Background: an optimization exercise with open tools, aiming at small area, a short achievable clock period and few clock cycles per item. Do not read the settings as production practice.
In this exercise RTL edits were held to simulation tests only and were not proved equivalent to the original.
No activity file was given, so power comes from the tool's default toggle rates.

### design/flow/design.v
package exec_pkg;
  localparam logic [10:0] OP_ADD  = 11'b10001011000;
  localparam logic [10:0] OP_SUB  = 11'b11001011000;
  localparam logic [10:0] OP_AND  = 11'b10001010000;
  localparam logic [10:0] OP_ORR  = 11'b10101010000;
  localparam logic [10:0] OP_ADDI = 11'b10010001000;
  localparam logic [10:0] OP_SUBI = 11'b11010001000;
  localparam logic [10:0] OP_LSL  = 11'b11010011011;
  localparam logic [10:0] OP_LSR  = 11'b11010011010;
  localparam logic [10:0] OP_MUL  = 11'b10011011000;
  localparam logic [1:0] ALU_ADD   = 2'b00;
  localparam logic [1:0] ALU_PASSB = 2'b01;
  localparam logic [1:0] ALU_RTYPE = 2'b10;
endpackage
module seq_multiplier #(
  parameter int WORD = 64,
  parameter int K    = 16
) (
  input  logic [WORD-1:0] acc,
  input  logic [WORD-1:0] m,
  input  logic [K-1:0]    dig,
  input  logic            lo,
  output logic [WORD-1:0] acc_next
);
  localparam int NR = K / 2;
  logic [K:0]      bits;
  logic [NR-1:0]   one, two, neg;
  logic [WORD-1:0] rows [NR];
  logic [K-1:0]    negs;
  assign bits = {dig, lo};
  for (genvar j = 0; j < NR; j++) begin : g_row
    assign one[j] = bits[2*j+1] ^ bits[2*j];
    assign two[j] = (bits[2*j+2] & ~bits[2*j+1] & ~bits[2*j]) |
                    (~bits[2*j+2] & bits[2*j+1] & bits[2*j]);
    assign neg[j] = bits[2*j+2];
    assign rows[j] = ((({WORD{one[j]}} & m) | ({WORD{two[j]}} & (m << 1))) ^ {WORD{neg[j]}}) << (2*j);
    assign negs[2*j]   = neg[j];
    assign negs[2*j+1] = 1'b0;
  end
  always_comb begin
    acc_next = {acc[WORD-K-1:0], negs};
    for (int j = 0; j < NR; j++) acc_next = acc_next + rows[j];
  end
endmodule
module iexecute
#(
  parameter int          WORD    = 64,
  parameter logic [10:0] MUL_OPC = 11'b10011011000
) (
  input  logic            clk,
  input  logic            rst,
  input  logic            flush_in,
  input  logic [WORD-1:0] cur_pc_in,
  input  logic [WORD-1:0] read_data1_in,
  input  logic [WORD-1:0] read_data2_in,
  input  logic [WORD-1:0] sign_extend_imm_in,
  input  logic [5:0]      shamt_in,
  input  logic [10:0]     opcode_in,
  input  logic [1:0]      alu_op_in,
  input  logic            alu_src_in,
  input  logic            branch_in,
  input  logic            uncondbranch_in,
  input  logic            mem_read_in,
  input  logic            mem_write_in,
  input  logic            mem_to_reg_in,
  input  logic            reg_write_in,
  input  logic [4:0]      write_register_in,
  output logic            stall,
  output logic            zero,
  output logic            branch,
  output logic            uncondbranch,
  output logic            mem_read,
  output logic            mem_write,
  output logic            mem_to_reg,
  output logic            reg_write,
  output logic [WORD-1:0] mem_address,
  output logic [WORD-1:0] mem_write_data,
  output logic [WORD-1:0] branch_target,
  output logic [WORD-1:0] cur_pc,
  output logic [10:0]     opcode,
  output logic [4:0]      write_register
);
  localparam int K     = 16;             
  localparam int STEPS = WORD / K;       
  localparam int CW    = (STEPS > 1) ? $clog2(STEPS) : 1;
  logic          stall_q;    
  logic          vld_q;      
  logic [WORD-1:0] pc_q, rd2_q, imm_q, a_q, res_q;
  logic [5:0]      ctl_q;
  logic [10:0]     opc_q;
  logic [4:0]      wr_q;
  logic            src_q;
  logic [CW-1:0]   cnt_q;
  logic            mul_in;
  logic            last;
  logic            fin;
  logic [WORD-1:0] b_in;
  logic [WORD-1:0] alu_res;
  logic            f_add, f_sub, f_and, f_orr, f_lsl, f_lsr, f_passb;
  assign mul_in = (opcode_in == MUL_OPC);
  assign b_in   = alu_src_in ? sign_extend_imm_in : read_data2_in;
  always_comb begin
    f_add = 1'b0; f_sub = 1'b0; f_and = 1'b0; f_orr = 1'b0;
    f_lsl = 1'b0; f_lsr = 1'b0; f_passb = 1'b0;
    if (!mul_in) begin
      case (alu_op_in)
        exec_pkg::ALU_ADD:   f_add   = 1'b1;
        exec_pkg::ALU_PASSB: f_passb = 1'b1;
        exec_pkg::ALU_RTYPE: begin
          casez (opcode_in)
            exec_pkg::OP_ADD, 11'b1001000100?: f_add = 1'b1;
            exec_pkg::OP_SUB, 11'b1101000100?: f_sub = 1'b1;
            exec_pkg::OP_AND:                  f_and = 1'b1;
            exec_pkg::OP_ORR:                  f_orr = 1'b1;
            exec_pkg::OP_LSL:                  f_lsl = 1'b1;
            exec_pkg::OP_LSR:                  f_lsr = 1'b1;
            default: ;
          endcase
        end
        default: ;
      endcase
    end
  end
  logic [WORD-1:0] sum;
  assign sum = read_data1_in + (f_sub ? ~b_in : b_in) + {{(WORD-1){1'b0}}, f_sub};
  always_comb begin
    alu_res = '0;
    if (f_add | f_sub) alu_res = sum;
    if (f_and)         alu_res = read_data1_in & b_in;
    if (f_orr)         alu_res = read_data1_in | b_in;
    if (f_lsl)         alu_res = read_data1_in << shamt_in;
    if (f_lsr)         alu_res = read_data1_in >> shamt_in;
    if (f_passb)       alu_res = b_in;
  end
  logic [WORD-1:0] m_q;
  logic [WORD-1:0] mul_next;
  assign m_q = src_q ? imm_q : rd2_q;
  seq_multiplier #(.WORD(WORD), .K(K)) u_mul (
    .acc      (res_q),
    .m        (m_q),
    .dig      (a_q[WORD-1 -: K]),
    .lo       (a_q[WORD-1-K]),
    .acc_next (mul_next)
  );
  assign last = (cnt_q == CW'(STEPS - 1));
  assign fin  = !flush_in && (stall_q ? last : !mul_in);
  always_ff @(posedge clk or posedge rst) begin
    if (rst) begin
      stall_q <= 1'b0;
      vld_q   <= 1'b0;
    end else begin
      stall_q <= !flush_in && (stall_q ? !last : mul_in);
      vld_q   <= fin;
    end
  end
  always_ff @(posedge clk) begin
    if (!stall_q) begin
      pc_q  <= cur_pc_in;
      rd2_q <= read_data2_in;
      imm_q <= sign_extend_imm_in;
      opc_q <= opcode_in;
      wr_q  <= write_register_in;
      src_q <= alu_src_in;
      ctl_q <= {branch_in, uncondbranch_in, mem_read_in,
                mem_write_in, mem_to_reg_in, reg_write_in};
    end
    cnt_q <= stall_q ? cnt_q + 1'b1 : '0;
    a_q   <= stall_q ? (a_q << K) : read_data1_in;
    res_q <= stall_q ? mul_next : alu_res;
  end
  assign stall          = stall_q;
  assign zero           = vld_q && (res_q == '0);
  assign mem_address    = res_q;
  assign mem_write_data = rd2_q;
  assign branch_target  = pc_q + {imm_q[WORD-3:0], 2'b00};
  assign cur_pc         = pc_q;
  assign opcode         = opc_q;
  assign write_register = wr_q;
  assign {branch, uncondbranch, mem_read,
          mem_write, mem_to_reg, reg_write} = vld_q ? ctl_q : 6'b0;
endmodule
### design/flow/run.sh
#!/bin/bash
# synth_recipe.tcl (not shown) runs the flow's synth.tcl, then flattens the netlist and writes it again
# the make line also repeats each setting of config.mk as NAME=value (left out here)
make -C /OpenROAD-flow-scripts/flow DESIGN_CONFIG=/design/flow/config.mk WORK_HOME=/design/flow/orfs CLKGATE_MAP_FILE= SYNTH_SCRIPT=/design/flow/synth_recipe.tcl finish
### design/flow/config.mk
export PLATFORM = sky130hd
export DESIGN_NAME = iexecute
export DESIGN_NICKNAME = iexecute
export VERILOG_FILES = /design/flow/design.v
export SDC_FILE = /design/flow/constraint.sdc
export NUM_CORES = 4
export LEC_CHECK = 0
export CAP_MARGIN = 20
export CORE_MARGIN = 2
export CORE_UTILIZATION = 40
export SLEW_MARGIN = 20
### design/flow/constraint.sdc
create_clock -name core_clock -period 11.0 [get_ports {clk}]
set_input_delay 2.2000 -clock core_clock [delete_from_list [all_inputs] [get_ports {clk}]]
set_output_delay 2.2000 -clock core_clock [all_outputs]
set_load 0.01 [all_outputs]
==> impl_metrics.py <==
metrics = {
    "grt": {
        "gr-total-overflow": 0,
        "grtUsageMet2_pct": 66.17,
        "grt_max_degree": 152,
        "grt_pass1_vias": 59510,
        "grt_busiest_layer": "met2",
        "grt_use_met1_pct": 54.65,
        "met3_usage_pct": 14.22,
        "antenna_found_initial": 26,
        "grt_pass1_wl_um": 472800,
        "grt.total_usage_pct": 44.74,
    },
    "sta": {
        "setup_viol": 0,
        "relSlewSlack_pct": 15.61,
        "fin_skew_ns": 0.05037,
        "hold_viol_final": 0,
        "final.setup.worst_slack_ns": 2.090,
        "worst_pin_slew_ns": 1.254,
        "clock.fmax_mhz": 112.2,
        "tns_ns": 0,
        "grt_setup_unrepaired": "no",
        "final_max_slew_viol_count": 0,
        "fin_hold_ws_ns": 0.4222,
        "finalCritPeriodShare_pct": 81.00,
        "finalCriticalPeriod_ns": 8.910,
    },
    "route": {
        "drt_iter0_markers": 10010,
        "first_pass_iters": 9,
        "drc": 0,
        "wl_per_cell_um": 36.47,
        "vias": 64860,
        "drtAntennaViolNets": 0,
        "avgViaCountPerCell": 6.884,
        "route.final.wire_length_um": 343600,
    },
    "job": {
        "drv_cap": 0,
    },
    "clocking": {
        "cts_inserted_buffers": 45,
        "htree_levels": 2,
        "cts_resized": 0,
        "cts_setup_buffers": 0,
        "cts_tree": "done",
        "clockBufferDepth": 3,
        "cts.sinks": 347,
        "cts_root_buf": "clkbuf_16",
        "path_clk_slew_ns": 0.06,
        "cts_hold_buf": 0,
        "clock_latency_ns": 0.67,
    },
    "synthesis": {
        "yosysWarnings": 3,
        "synth_flop_cell": "edfxtp_1",
        "async_reset_ff_share_pct": 0.5764,
        "synth_fa_ha_area_share_pct": 18.25,
        "synth.area.top_cells": "fa_1 13%, edfxtp_1 11%, a21oi_1 6.5%, nor2_1 5.7%, o21ai_0 5.2%",
        "yosys_register_bits": 347,
        "synth_compound_area_share_pct": 30.79,
        "ys_types": 95,
        "syn_avg_cell_area_um2": 7.738,
        "yosysMostFrequentCell": "nor2_1",
        "synth_top_area_cell": "fa_1",
        "ys_seq_area_share_pct": 15.65,
        "yosys.area_share.simple_pct": 12.14,
        "synth_xor_area_share_pct": 4.003,
        "netlist_top_cells_count": "889 x nor2_1, 760 x a21oi_1, 680 x clkbuf_1",
        "synth_top_family_by_area": "compound AO/OA/AOI/OAI gates",
        "synthMuxAreaShare_pct": 10.39,
        "syn_nets": 8389,
        "synth_top_cell_area_share_pct": 12.73,
        "synth_edf_count": 215,
        "synth_area_um2": 58200,
        "netlist_instances": 7521,
    },
    "die": {
        "die_h_um": 385.4,
        "rows": 139,
        "die_area_um2": 148600,
        "initial_core_util_pct": 40.41,
        "io_pins": 570,
        "fp.dieW_um": 385.4,
        "coreArea_um2": 144000,
    },
    "setup_path": {
        "path_cells": "buf_4 > mux2_2 > o22ai_1 > nor2_1 > nor2_1 > a221oi_1 > fa_1 > fa_1 > fa_1 > inv_1 > fa_1 > inv_1 > ha_1 > and4_1 > a221o_1 > a31oi_1 > o31ai_2 > nand4_1 > a21oi_1 > a41oi_2 > o31ai_1 > a31oi_1 > xnor2_1 > a221o_1",
        "arrival_ns": 9.44,
        "required_ns": 11.53,
        "cp_slowest_cell": "mux2_2",
        "end_kind": "register",
        "start_kind": "register",
        "cp_common_cell": "fa_1",
        "crit_fanout": 38,
        "ff2ff_path_depth": 24,
        "critical-path-max-stage-delay_ns": 0.76,
        "r2r-start": "src_q",
        "worst-setup-path-type": "reg -> reg",
        "r2r_setup_slack_ns": 2.09,
        "r2r-end": "res_q[59]",
    },
    "place": {
        "dp.final_hpwl_um": 258900,
        "post-place-ws_ns": 2.418,
        "portBuffers": 569,
        "gp_congestion": 1.103,
        "place_area_um2": 64670,
        "dp_cells": 9326,
    },
    "cells_and_area": {
        "final_cell_area_um2": 66300,
        "instances_no_fill": 9422,
        "area_delta_synth_final_pct": 13.93,
        "ff_latch_area_um2": 9159,
        "nFillCells": 14380,
        "multi_input_area_um2": 44160,
        "post-route-util_pct": 46.04,
        "fin_nets": 8339,
        "drive_gt1_share_pct": 8.461,
    },
    "worst_hold_path": {
        "hold_path.class": "reg -> reg",
        "hold_start": "cnt_q[0]",
        "holdPathEnd": "cnt_q[0]",
        "whs_path_depth": 1,
    },
    "outcome": {
        "status": "no timing/DRC/antenna violations",
    },
    "power": {
        "pwr_density_cell_nw_per_um2": 361.2,
        "total_power_mw": 23.95,
        "leakage_nw": 25.96,
        "peakVddDrop_v": 0.0007355,
    },
}
## cell families (layout without fill, tap and decap cells)
| kind of cell | count (synthesis) | after routing |
|---|---|---|
| and+or+nand+nor | 1631 | 1631 |
| other | 0 | 14 |
| xor gates and xnor gates | 266 | 266 |
| AOI/OAI and AO/OA | 2845 | 2845 |
| DFF | 347 | 347 |
| muxes | 442 | 442 |
| buffers and inverters | 1351 | 1335 |
| adders and majority gates | 639 | 639 |
## where the power goes
group,total (mW),switching (mW),internal [mW]
Sequential,1.69,0.220,1.47
Combinational,20.6,13.6,7.07
Clock,1.63,0.706,0.921
## state kept, by name (all words and copies together), names as in the netlist, 2 cells and up
register  flops
rd2_q        64
a_q          64
res_q        64
pc_q         64
imm_q        64
wr_q          5
opc_q        11
cnt_q         2
ctl_q         6
## worst max path at each step
stage                end  depth (start not counted)          from
6_report       res_q[59]                         24         src_q
5_1_grt        res_q[59]                         24         src_q
4_1_cts        res_q[59]                         24         src_q
3_5_place_dp   res_q[59]                         24         src_q
3_3_place_gp   res_q[38]                         16  opcode_in[7]
2_1_floorplan  res_q[35]                          3       stall_q
## critical path: cells and delay by family (launching register included)
kind	cells	cell delay, ns
xor+xnor	1	0.17
simple gates	4	0.72
mux	1	0.76
compound gates	10	3.50
buf+inv	3	0.53
flops	1	0.70
fa+ha+maj	5	2.36
## cell usage in the layout, fill, tap and decap left out, drive strengths merged, types with 38 or more instances in the layout
master,n
a211oi,77
fa,370
o221ai,67
nand2,324
mux2,177
xnor2,150
a21oi,762
nor3,79
nand4,52
dfxtp,130
a222oi,41
a22oi,272
buf,185
or3,41
o22ai,401
a31oi,42
clkdlybuf4s50,562
nand3,64
ha,208
maj3,61
o21bai,38
inv,514
mux4,112
a21o,157
nor2,889
edfxtp,215
o21ai,636
clkbuf,60
nor2b,45
a221oi,134
mux2i,153
xor2,116
## metal layers
layer / share of wire [%] / up-vias
li1: - / 27370
met1: 36 / 31710
met2: 42 / 4767
met3: 13 / 998
met4: 8.8 / 18
met5: 0.035 / -
## cell type report
type                    count  area share [%]
inverters                 507           2.893
clock inverters            21          0.4057
flip-flops and latches    347           13.81
repair buffers            747           10.66
well taps                1903           3.591
multi-input cells        5823           66.61
diodes                     14         0.05284
clock buffers              60           1.972
Testbench counts, summed over its fixed seeds: cycles 18,264, items 12,000.

## re-timing with driven ports
No port has a modelled driver above. Below, the same layout with a new extraction and two added sets of constraints.
Step 1, drivers: a clkbuf_16 drives clk and a buf_2 each remaining input, both assumed.
Step 2 moves the port delays by t, midway between the first and last clock arrival at a register: inputs arrive t later, outputs are due t later. That takes back most of the time a late clock gives input paths.
Three values: ideal ports, drivers, drivers and shift; two values: the first two.
t, ns: 0.727
slack for setup (ns): 2.090 / 2.090 / 2.090
hold WS [ns]: 0.422 / 0.422 / 0.422
cell pins on the clock port's net: 1
After both steps this run still meets setup and hold. For this run, drivers alone change the setup slack by 0.000 ns; drivers and shift together by 0.000 ns.
